Context: an optimization exercise on an open-source flow, tuned for a short achievable clock period and few clock cycles. The choices shown serve that exercise and are no tape-out recipe. Function was checked by simulation only, so behaviour that the tests miss may differ from the original. The flow treats the clock pin as an ideal source, which a real chip does not have. Power and IR drop assume default switching activity.

==> trial 54 <==
## mips_core
module mips_core (
    input  logic      clk,
    input  logic      reset_i,
    input  logic      stall_i,
    output mips_pkg::addr_t     rom_addr_o,
    input  mips_pkg::inst_t     rom_data_i,
    output logic      ram_en_o,
    output logic      ram_we_o,
    output mips_pkg::addr_t     ram_addr_o,
    output mips_pkg::word_t     ram_wdata_o,
    input  mips_pkg::word_t     ram_rdata_i,
    output logic      debug_wb_en_o,
    output mips_pkg::reg_addr_t debug_wb_addr_o,
    output mips_pkg::word_t     debug_wb_data_o,
    output mips_pkg::addr_t     debug_wb_pc_o
);
export LEC_CHECK = 0
export ABC_CLOCK_PERIOD_IN_PS = 2500
export CAP_MARGIN = 20
export CORE_MARGIN = 2
export CORE_UTILIZATION = 40
export PLACE_DENSITY = 0.6
export SETUP_SLACK_MARGIN = 4.7
export SLEW_MARGIN = 20
export TNS_END_PERCENT = 100
create_clock -name core_clock -period 8.0 [get_ports {clk}]
standard.sh (not shown) runs the stock make flow with config.mk's settings and CLKGATE_MAP_FILE= SYNTH_SCRIPT=/design/flow/synth_recipe.tcl, a recipe that flattens the netlist after the stock synthesis.
==> flow/flow/run.sh <==
#!/bin/bash
# The standard layout with one extra step after clock tree synthesis:
# flow/post_cts.tcl moves the stall gates of the event outputs onto the
# input buffer of stall_i. The make output goes to standard.log; ORFS keeps
# each tool's own log under orfs/logs/.
set -euo pipefail
export POST_CTS_TCL="$PWD/flow/post_cts.tcl"
bash standard.sh finish > standard.log 2>&1
==> flow/flow/post_cts.tcl <==
# Hang the stall gate of each event output (ram_we_o, debug_wb_en_o) directly on
# the input buffer of stall_i instead of deep in the buffer tree that serves
# the pipeline's enables.
set block [ord::get_db_block]

proc my_driver_of {net} {
  foreach it [$net getITerms] {
    if {[$it isOutputSignal]} { return $it }
  }
  return ""
}

proc my_input_net {inst} {
  foreach it [$inst getITerms] {
    if {[$it isInputSignal]} { return [$it getNet] }
  }
  return "NULL"
}

proc my_output_net {inst} {
  foreach it [$inst getITerms] {
    if {[$it isOutputSignal]} { return [$it getNet] }
  }
  return "NULL"
}

set in_net [[$block findBTerm stall_i] getNet]
set ibuf [[lindex [$in_net getITerms] 0] getInst]
set root [my_output_net $ibuf]
puts "stall_i input buffer [$ibuf getName], net [$root getName]"

foreach port {ram_we_o debug_wb_en_o} {
  set onet [[$block findBTerm $port] getNet]
  set obuf [[my_driver_of $onet] getInst]
  set gnet [my_input_net $obuf]
  set gate [[my_driver_of $gnet] getInst]
  foreach it [$gate getITerms] {
    if {![$it isInputSignal]} { continue }
    set n [$it getNet]
    set depth 0
    while {$n ne "NULL" && [$n getName] ne [$root getName] && $depth < 12} {
      set d [my_driver_of $n]
      if {$d eq ""} { break }
      set di [$d getInst]
      set master [[$di getMaster] getName]
      if {![regexp {__(buf|clkbuf)_[0-9]+$} $master]} { break }
      set n [my_input_net $di]
      incr depth
    }
    if {$n ne "NULL" && [$n getName] eq [$root getName] && $depth > 0} {
      $it disconnect
      $it connect $root
      puts "moved [$gate getName]/[[$it getMTerm] getName] ($port) onto [$root getName], $depth buffers up"
    }
  }
}
==> trial 42 (differences from trial 54) <==
--- a/flow/design.v
+++ b/flow/design.v
@@ -61,49 +61,53 @@
     logic [31:0] pc_q;
     logic        x_wr;         
     logic [4:0]  x_dst;
     logic [31:0] x_pc;
     logic [31:0] x_npc;        
     logic [31:0] x_a;          
     logic [31:0] x_b;          
-    logic [31:0] x_bx;         
+    logic [31:0] x_ax;         
     logic [31:0] x_sd;         
     logic [31:0] x_off;        
     logic        x_la;         
     logic        x_lb;         
     logic        x_ls;         
     logic        x_sf;         
     logic        x_luse;       
-    logic        x_sub;
+    logic        x_sub;        
     logic [4:0]  x_shamt;
-    logic        x_r_add, x_r_and, x_r_or, x_r_xor, x_r_slt, x_r_sll, x_r_srl;
+    logic        x_r_arith, x_r_sub, x_r_and, x_r_or, x_r_xor, x_r_slt, x_r_sll, x_r_srl;
     logic        x_is_load, x_is_store, x_beq, x_bne;
     logic        m_wb;
     logic [4:0]  m_dst;
     logic [31:0] m_pc;
     logic [31:0] m_res;
     logic [31:0] m_sd;
     logic        m_is_load;
     logic        m_is_store;
     logic        m_ram_en;
     logic        w_wb;
-    logic [4:0]  w_dst;
-    logic [31:0] w_pc;
-    logic [31:0] w_data;
+    logic        o_en;
+    logic [4:0]  o_dst;
+    logic [31:0] o_pc;
+    logic [31:0] o_data;
     mips_pkg::word_t regs [1:31];
     logic [31:0] m_wdata;
     assign m_wdata = m_is_load ? ram_rdata_i : m_res;
     assign ram_en_o        = m_ram_en;
     assign ram_we_o        = m_is_store && !stall_i;
     assign ram_addr_o      = m_res;
     assign ram_wdata_o     = m_sd;
-    assign debug_wb_en_o   = w_wb && !stall_i;
-    assign debug_wb_addr_o = w_dst;
-    assign debug_wb_data_o = w_data;
-    assign debug_wb_pc_o   = w_pc;
+    assign debug_wb_en_o   = o_en && !stall_i;
+    assign debug_wb_addr_o = o_dst;
+    assign debug_wb_data_o = o_data;
+    assign debug_wb_pc_o   = o_pc;
+    logic w_wb_next, m_alu_next;
+    assign w_wb_next  = m_wb && (w_wb || m_is_load);
+    assign m_alu_next = !x_luse && x_wr && !x_is_load;
     always_ff @(posedge clk) begin
         if (reset_i) begin
             for (int i = 1; i < 32; i++) begin
                 regs[i] <= '0;
             end
         end else if (m_wb) begin
             regs[m_dst] <= m_wdata;
@@ -160,47 +164,54 @@
         end
         read_port = data;
     endfunction
     assign f_rs_val = read_port(f_rs);
     assign f_rt_val = read_port(f_rt);
     assign f_hit_a  = x_wr && (x_dst == f_rs);
     assign f_hit_b  = x_wr && (x_dst == f_rt);
-    logic [31:0] bx, sum, res;
+    logic [31:0] sum, arith, other, res, fwd_a, fwd_b;
     logic [31:0] gen, prp, gg, pp, ng, np, carry;
     logic        slt, taken;
     logic [31:0] tgt, pc_next;
-    assign bx = x_bx;
     always_comb begin
-        gen = x_a & bx;
-        prp = x_a ^ bx;
+        gen = x_ax & x_b;
+        prp = x_ax ^ x_b;
         gg  = gen;
         pp  = prp;
-        gg[0] = gen[0] | (prp[0] & x_sub);
         for (int k = 0; k < 5; k++) begin
             ng = gg;
             np = pp;
             for (int i = (1 << k); i < 32; i++) begin
                 ng[i] = gg[i] | (pp[i] & gg[i - (1 << k)]);
                 np[i] = pp[i] & pp[i - (1 << k)];
             end
             gg = ng;
             pp = np;
         end
-        carry = {gg[30:0], x_sub};
+        carry = {gg[30:0], 1'b0};
         sum   = prp ^ carry;
     end
-    assign slt = (x_a[31] & ~x_b[31]) | (~(x_a[31] ^ x_b[31]) & sum[31]);
-    assign res = ({32{x_r_add}} & sum) |
-                 ({32{x_r_and}} & (x_a & x_b)) |
-                 ({32{x_r_or}}  & (x_a | x_b)) |
-                 ({32{x_r_xor}} & (x_a ^ x_b)) |
-                 ({32{x_r_slt}} & {31'd0, slt}) |
-                 ({32{x_r_sll}} & (x_b << x_shamt)) |
-                 ({32{x_r_srl}} & (x_b >> x_shamt));
-    assign taken   = (x_beq && x_a == x_b) || (x_bne && x_a != x_b);
+    assign slt = (x_a[31] & ~x_b[31]) | (~(x_a[31] ^ x_b[31]) & ~sum[31]);
+    assign arith = sum ^ {32{x_r_sub}};
+    assign other = ({32{x_r_and}} & (x_a & x_b)) |
+                   ({32{x_r_or}}  & (x_a | x_b)) |
+                   ({32{x_r_xor}} & (x_a ^ x_b)) |
+                   ({32{x_r_sll}} & (x_b << x_shamt)) |
+                   ({32{x_r_srl}} & (x_b >> x_shamt));
+    assign res   = ({32{x_r_arith}} & arith) | other | {31'd0, x_r_slt & slt};
+    assign fwd_a = ({32{f_hit_a & x_r_arith}} & arith) |
+                   ({32{f_hit_a}} & (other | {31'd0, x_r_slt & slt})) |
+                   ({32{!f_hit_a}} & f_rs_val);
+    assign fwd_b = ({32{f_hit_b & x_r_arith}} & arith) |
+                   ({32{f_hit_b}} & (other | {31'd0, x_r_slt & slt})) |
+                   ({32{!f_hit_b}} & f_rt_val);
+    logic [31:0] cmp_a, cmp_b;
+    assign cmp_a   = x_la ? ram_rdata_i : x_a;
+    assign cmp_b   = x_lb ? ram_rdata_i : x_b;
+    assign taken   = (x_beq && cmp_a == cmp_b) || (x_bne && cmp_a != cmp_b);
     assign tgt     = x_npc + x_off;
     assign pc_next = taken ? tgt : pc_q + 32'd4;
     assign rom_addr_o = pc_q;
     always_ff @(posedge clk) begin
         if (reset_i) begin
             pc_q       <= mips_pkg::RESET_PC;
             x_wr       <= 1'b0;
@@ -214,25 +225,27 @@
             x_beq      <= 1'b0;
             x_bne      <= 1'b0;
             m_wb       <= 1'b0;
             m_is_load  <= 1'b0;
             m_is_store <= 1'b0;
             m_ram_en   <= 1'b0;
             w_wb       <= 1'b0;
+            o_en       <= 1'b0;
         end else if (!stall_i) begin
-            w_wb <= m_wb;
+            w_wb <= w_wb_next;
+            o_en <= w_wb_next || m_alu_next;
             if (!x_luse) begin
                 pc_q       <= pc_next;
                 x_wr       <= f_wr;
                 x_la       <= x_is_load && f_uses_rs && f_hit_a;
                 x_lb       <= x_is_load && !f_use_imm && f_uses_rt && f_hit_b;
                 x_ls       <= x_is_load && f_sw && f_hit_b;
                 x_sf       <= !x_is_load && f_sw && f_hit_b;
-                x_luse     <= x_is_load && ((f_uses_rs && f_hit_a) ||
-                                            (!f_use_imm && f_uses_rt && f_hit_b));
+                x_luse     <= x_is_load && !f_beq && !f_bne &&
+                              ((f_uses_rs && f_hit_a) || (!f_use_imm && f_uses_rt && f_hit_b));
                 x_is_load  <= f_lw;
                 x_is_store <= f_sw;
                 x_beq      <= f_beq;
                 x_bne      <= f_bne;
                 m_wb       <= x_wr;
                 m_is_load  <= x_is_load;
                 m_is_store <= x_is_store;
@@ -248,43 +261,44 @@
                 m_is_store <= 1'b0;
                 m_ram_en   <= 1'b0;
             end
         end
     end
     always_ff @(posedge clk) begin
         if (!stall_i) begin
-            w_dst  <= m_dst;
-            w_pc   <= m_pc;
-            w_data <= m_wdata;
+            o_dst  <= w_wb_next ? m_dst   : x_dst;
+            o_pc   <= w_wb_next ? m_pc    : x_pc;
+            o_data <= w_wb_next ? m_wdata : res;
             if (!x_luse) begin
                 x_dst   <= f_dst;
                 x_pc    <= pc_q;
                 x_npc   <= pc_q + 32'd4;
-                x_a     <= !f_uses_rs ? 32'd0 : f_hit_a ? res : f_rs_val;
-                x_b     <= f_use_imm ? f_imm : f_hit_b ? res : f_rt_val;
-                x_bx    <= f_use_imm ? f_imm : (f_hit_b ? res : f_rt_val) ^ {32{f_sub}};
+                x_a     <= {32{f_uses_rs}} & fwd_a;
+                x_ax    <= ({32{f_uses_rs}} & fwd_a) ^ {32{f_sub}};
+                x_b     <= f_use_imm ? f_imm : fwd_b;
                 x_sd    <= f_rt_val;
                 x_off   <= {{14{rom_data_i[15]}}, rom_data_i[15:0], 2'b00};
                 x_sub   <= f_sub;
                 x_shamt <= rom_data_i[10:6];
-                x_r_add <= f_addiu || f_lui || f_lw || f_sw ||
-                           (f_special && (f_fn == mips_pkg::FUNCT_ADDU ||
-                                          f_fn == mips_pkg::FUNCT_SUBU));
+                x_r_arith <= f_addiu || f_lui || f_lw || f_sw ||
+                             (f_special && (f_fn == mips_pkg::FUNCT_ADDU ||
+                                            f_fn == mips_pkg::FUNCT_SUBU));
+                x_r_sub <= f_special && f_fn == mips_pkg::FUNCT_SUBU;
                 x_r_and <= f_andi || (f_special && f_fn == mips_pkg::FUNCT_AND);
                 x_r_or  <= f_ori  || (f_special && f_fn == mips_pkg::FUNCT_OR);
                 x_r_xor <= f_special && f_fn == mips_pkg::FUNCT_XOR;
                 x_r_slt <= f_special && f_fn == mips_pkg::FUNCT_SLT;
                 x_r_sll <= f_special && f_fn == mips_pkg::FUNCT_SLL;
                 x_r_srl <= f_special && f_fn == mips_pkg::FUNCT_SRL;
                 m_dst   <= x_dst;
                 m_pc    <= x_pc;
                 m_res   <= res;
                 m_sd    <= (x_ls || x_sf) ? m_wdata : x_sd;
             end else begin
                 if (x_la) x_a  <= m_wdata;
+                if (x_la) x_ax <= m_wdata ^ {32{x_sub}};
                 if (x_lb) x_b  <= m_wdata;
-                if (x_lb) x_bx <= m_wdata ^ {32{x_sub}};
                 if (x_ls) x_sd <= m_wdata;
             end
         end
     end
 endmodule
- PLACE_DENSITY: 0.6 -> 0.65
- SETUP_SLACK_MARGIN: 4.7 -> 4.55
==> trial 83 (differences from trial 54) <==
--- a/flow/design.v
+++ b/flow/design.v
@@ -61,25 +61,23 @@
     logic [31:0] pc_q;
     logic        x_wr;         
     logic [4:0]  x_dst;
     logic [31:0] x_pc;
     logic [31:0] x_npc;        
     logic [31:0] x_a;          
     logic [31:0] x_b;          
-    logic [31:0] x_bx;         
     logic [31:0] x_sd;         
     logic [31:0] x_off;        
     logic        x_la;         
     logic        x_lb;         
     logic        x_ls;         
     logic        x_sf;         
     logic        x_luse;       
-    logic        x_sub;
     logic [4:0]  x_shamt;
-    logic        x_r_add, x_r_and, x_r_or, x_r_xor, x_r_slt, x_r_sll, x_r_srl;
+    logic        x_r_arith, x_r_sub, x_r_and, x_r_or, x_r_xor, x_r_slt, x_r_sll, x_r_srl;
     logic        x_is_load, x_is_store, x_beq, x_bne;
     logic        m_wb;
     logic [4:0]  m_dst;
     logic [31:0] m_pc;
     logic [31:0] m_res;
     logic [31:0] m_sd;
     logic        m_is_load;
@@ -160,46 +158,53 @@
         end
         read_port = data;
     endfunction
     assign f_rs_val = read_port(f_rs);
     assign f_rt_val = read_port(f_rt);
     assign f_hit_a  = x_wr && (x_dst == f_rs);
     assign f_hit_b  = x_wr && (x_dst == f_rt);
-    logic [31:0] bx, sum, res;
-    logic [31:0] gen, prp, gg, pp, ng, np, carry;
+    logic [31:0] sum, diff, arith, other, res, fwd_a, fwd_b;
     logic        slt, taken;
     logic [31:0] tgt, pc_next;
-    assign bx = x_bx;
-    always_comb begin
-        gen = x_a & bx;
-        prp = x_a ^ bx;
-        gg  = gen;
-        pp  = prp;
-        gg[0] = gen[0] | (prp[0] & x_sub);
+    function automatic logic [31:0] ks_add(input logic [31:0] x, input logic [31:0] y,
+                                           input logic cin);
+        logic [31:0] g, p, gk, pk, gn, pn;
+        g  = x & y;
+        p  = x ^ y;
+        gk = g;
+        pk = p;
+        gk[0] = g[0] | (p[0] & cin);
         for (int k = 0; k < 5; k++) begin
-            ng = gg;
-            np = pp;
+            gn = gk;
+            pn = pk;
             for (int i = (1 << k); i < 32; i++) begin
-                ng[i] = gg[i] | (pp[i] & gg[i - (1 << k)]);
-                np[i] = pp[i] & pp[i - (1 << k)];
-            end
-            gg = ng;
-            pp = np;
-        end
-        carry = {gg[30:0], x_sub};
-        sum   = prp ^ carry;
-    end
-    assign slt = (x_a[31] & ~x_b[31]) | (~(x_a[31] ^ x_b[31]) & sum[31]);
-    assign res = ({32{x_r_add}} & sum) |
-                 ({32{x_r_and}} & (x_a & x_b)) |
-                 ({32{x_r_or}}  & (x_a | x_b)) |
-                 ({32{x_r_xor}} & (x_a ^ x_b)) |
-                 ({32{x_r_slt}} & {31'd0, slt}) |
-                 ({32{x_r_sll}} & (x_b << x_shamt)) |
-                 ({32{x_r_srl}} & (x_b >> x_shamt));
+                gn[i] = gk[i] | (pk[i] & gk[i - (1 << k)]);
+                pn[i] = pk[i] & pk[i - (1 << k)];
+            end
+            gk = gn;
+            pk = pn;
+        end
+        ks_add = p ^ {gk[30:0], cin};
+    endfunction
+    assign sum  = ks_add(x_a, x_b, 1'b0);
+    assign diff = ks_add(x_a, ~x_b, 1'b1);
+    assign slt = (x_a[31] & ~x_b[31]) | (~(x_a[31] ^ x_b[31]) & diff[31]);
+    assign arith = x_r_sub ? diff : sum;
+    assign other = ({32{x_r_and}} & (x_a & x_b)) |
+                   ({32{x_r_or}}  & (x_a | x_b)) |
+                   ({32{x_r_xor}} & (x_a ^ x_b)) |
+                   ({32{x_r_sll}} & (x_b << x_shamt)) |
+                   ({32{x_r_srl}} & (x_b >> x_shamt));
+    assign res   = ({32{x_r_arith}} & arith) | other | {31'd0, x_r_slt & slt};
+    assign fwd_a = ({32{f_hit_a & x_r_arith}} & arith) |
+                   ({32{f_hit_a}} & (other | {31'd0, x_r_slt & slt})) |
+                   ({32{!f_hit_a}} & f_rs_val);
+    assign fwd_b = ({32{f_hit_b & x_r_arith}} & arith) |
+                   ({32{f_hit_b}} & (other | {31'd0, x_r_slt & slt})) |
+                   ({32{!f_hit_b}} & f_rt_val);
     assign taken   = (x_beq && x_a == x_b) || (x_bne && x_a != x_b);
     assign tgt     = x_npc + x_off;
     assign pc_next = taken ? tgt : pc_q + 32'd4;
     assign rom_addr_o = pc_q;
     always_ff @(posedge clk) begin
         if (reset_i) begin
             pc_q       <= mips_pkg::RESET_PC;
@@ -255,36 +260,34 @@
             w_dst  <= m_dst;
             w_pc   <= m_pc;
             w_data <= m_wdata;
             if (!x_luse) begin
                 x_dst   <= f_dst;
                 x_pc    <= pc_q;
                 x_npc   <= pc_q + 32'd4;
-                x_a     <= !f_uses_rs ? 32'd0 : f_hit_a ? res : f_rs_val;
-                x_b     <= f_use_imm ? f_imm : f_hit_b ? res : f_rt_val;
-                x_bx    <= f_use_imm ? f_imm : (f_hit_b ? res : f_rt_val) ^ {32{f_sub}};
+                x_a     <= {32{f_uses_rs}} & fwd_a;
+                x_b     <= f_use_imm ? f_imm : fwd_b;
                 x_sd    <= f_rt_val;
                 x_off   <= {{14{rom_data_i[15]}}, rom_data_i[15:0], 2'b00};
-                x_sub   <= f_sub;
                 x_shamt <= rom_data_i[10:6];
-                x_r_add <= f_addiu || f_lui || f_lw || f_sw ||
-                           (f_special && (f_fn == mips_pkg::FUNCT_ADDU ||
-                                          f_fn == mips_pkg::FUNCT_SUBU));
+                x_r_arith <= f_addiu || f_lui || f_lw || f_sw ||
+                             (f_special && (f_fn == mips_pkg::FUNCT_ADDU ||
+                                            f_fn == mips_pkg::FUNCT_SUBU));
+                x_r_sub <= f_special && f_fn == mips_pkg::FUNCT_SUBU;
                 x_r_and <= f_andi || (f_special && f_fn == mips_pkg::FUNCT_AND);
                 x_r_or  <= f_ori  || (f_special && f_fn == mips_pkg::FUNCT_OR);
                 x_r_xor <= f_special && f_fn == mips_pkg::FUNCT_XOR;
                 x_r_slt <= f_special && f_fn == mips_pkg::FUNCT_SLT;
                 x_r_sll <= f_special && f_fn == mips_pkg::FUNCT_SLL;
                 x_r_srl <= f_special && f_fn == mips_pkg::FUNCT_SRL;
                 m_dst   <= x_dst;
                 m_pc    <= x_pc;
                 m_res   <= res;
                 m_sd    <= (x_ls || x_sf) ? m_wdata : x_sd;
             end else begin
                 if (x_la) x_a  <= m_wdata;
                 if (x_lb) x_b  <= m_wdata;
-                if (x_lb) x_bx <= m_wdata ^ {32{x_sub}};
                 if (x_ls) x_sd <= m_wdata;
             end
         end
     end
 endmodule
==> flow/flow/run.sh (replaced) <==
#!/bin/bash
# The standard layout, with two changes:
#  - synthesis leaves adders to ABC (ADDER_MAP_FILE empty: no full/half adder
#    cells), which keeps the Kogge-Stone adders of the ALU as log-depth logic;
#    the registers are those of the standard synthesis;
#  - flow/post_cts.tcl moves the stall gates of the event outputs onto the
#    input buffer of stall_i after clock tree synthesis.
# The make output goes to standard.log; ORFS keeps each tool's own log under
# orfs/logs/.
set -euo pipefail
export POST_CTS_TCL="$PWD/flow/post_cts.tcl"
bash standard.sh finish ADDER_MAP_FILE= > standard.log 2>&1
==> notes.md <==
Final area, highest first: trial 54, trial 42, trial 83.
Between trial 83 and trial 54, the lower critical path depth is in trial 54 (gap 2).
Routed wire length: trial 54 > trial 42 > trial 83.
The highest first-iteration DRC count belongs to trial 42, the lowest to trial 83.
Between trial 54 and trial 42, the lower count of clock-buffer cells in the layout is in trial 54 (gap 13).
In trial 83 the register-to-register slack is worse than in trial 42, by 130 ps.
Of trial 42 and trial 83, trial 83 has the higher core utilization (gap 1.6 points).
The highest hold slack belongs to trial 42, the lowest to trial 83.
==> figures <==
item	trial 42	trial 83	trial 54
Run status	timing/DRC/antenna clean	timing/DRC/antenna clean	timing/DRC/antenna clean
Crit-path slowest cell	sky130_fd_sc_hd__mux4_2	sky130_fd_sc_hd__edfxtp_1	sky130_fd_sc_hd__mux4_2
Total design power	0.0197 W	0.0192 W	0.0196 W
Share of the final layout cell area in multi-input gates	38.3%	37.3%	37.4%
Final Skew	41.5 ps	52.8 ps	27.0 ps
Final-layout clock-cell area share	5.27%	4.93%	4.94%
Number of filler cells placed in the layout	17.1k	16.3k	16.7k
Share of the synthesized area in the top cell type	52.0%	53.2%	53.2%
Min Clock Period, post-route	3650 ps	3660 ps	3670 ps
Total wire length	322000 µm	319000 µm	335000 µm
Net switching fraction of the power	27.2%	27.8%	27.5%
GR Util met1	36.7%	38.8%	39.0%
Combinational fraction of design power	16.6%	18.1%	17.5%
Post-route clock period utilization	45.6%	45.7%	45.9%
Vias in the first global route	60.1k	58.4k	59.3k
Portion of netlist area occupied by mux cells	20.7%	20.6%	21.8%
Critical path depth	12	12	10
Testbench counts of trial 54, summed over its fixed seeds: cycles 11,063.
Testbench counts of trial 42, summed over its fixed seeds: cycles 11,013.
Testbench counts of trial 83, summed over its fixed seeds: cycles 11,063.

==> re-timing with driven ports <==
No port has a modelled driver above. Below, the same layouts with a new extraction and two added sets of constraints.
Step 1, drivers: a clkbuf_16 drives clk and a buf_2 each remaining input, both assumed.
Step 2 also shifts input and output timing later by t, the mid clock arrival at the registers, as if the neighbouring blocks saw the same clock.
Three values: no drivers, after step 1, after step 2; two values: the first two.
| run | t, ns | slack for setup (ns) | worst setup path at the end | slew at the worst register clock pin (ns) | worst slew at a driven data input, ns |
|---|---|---|---|---|---|
| trial 54 | 0.915 | 4.329 / 3.947 / 3.032 | input to register | 0.07 / 0.07 | 0.57 |
| trial 42 | 0.900 | 4.355 / 4.117 / 3.217 | input to register | 0.08 / 0.08 | 0.41 |
| trial 83 | 0.903 | 4.343 / 4.133 / 3.230 | input to register | 0.09 / 0.09 | 0.37 |
After both steps every run listed still meets setup and hold. For trial 54, which loses most, drivers alone change the setup slack by -0.382 ns; drivers and shift together by -1.297 ns.
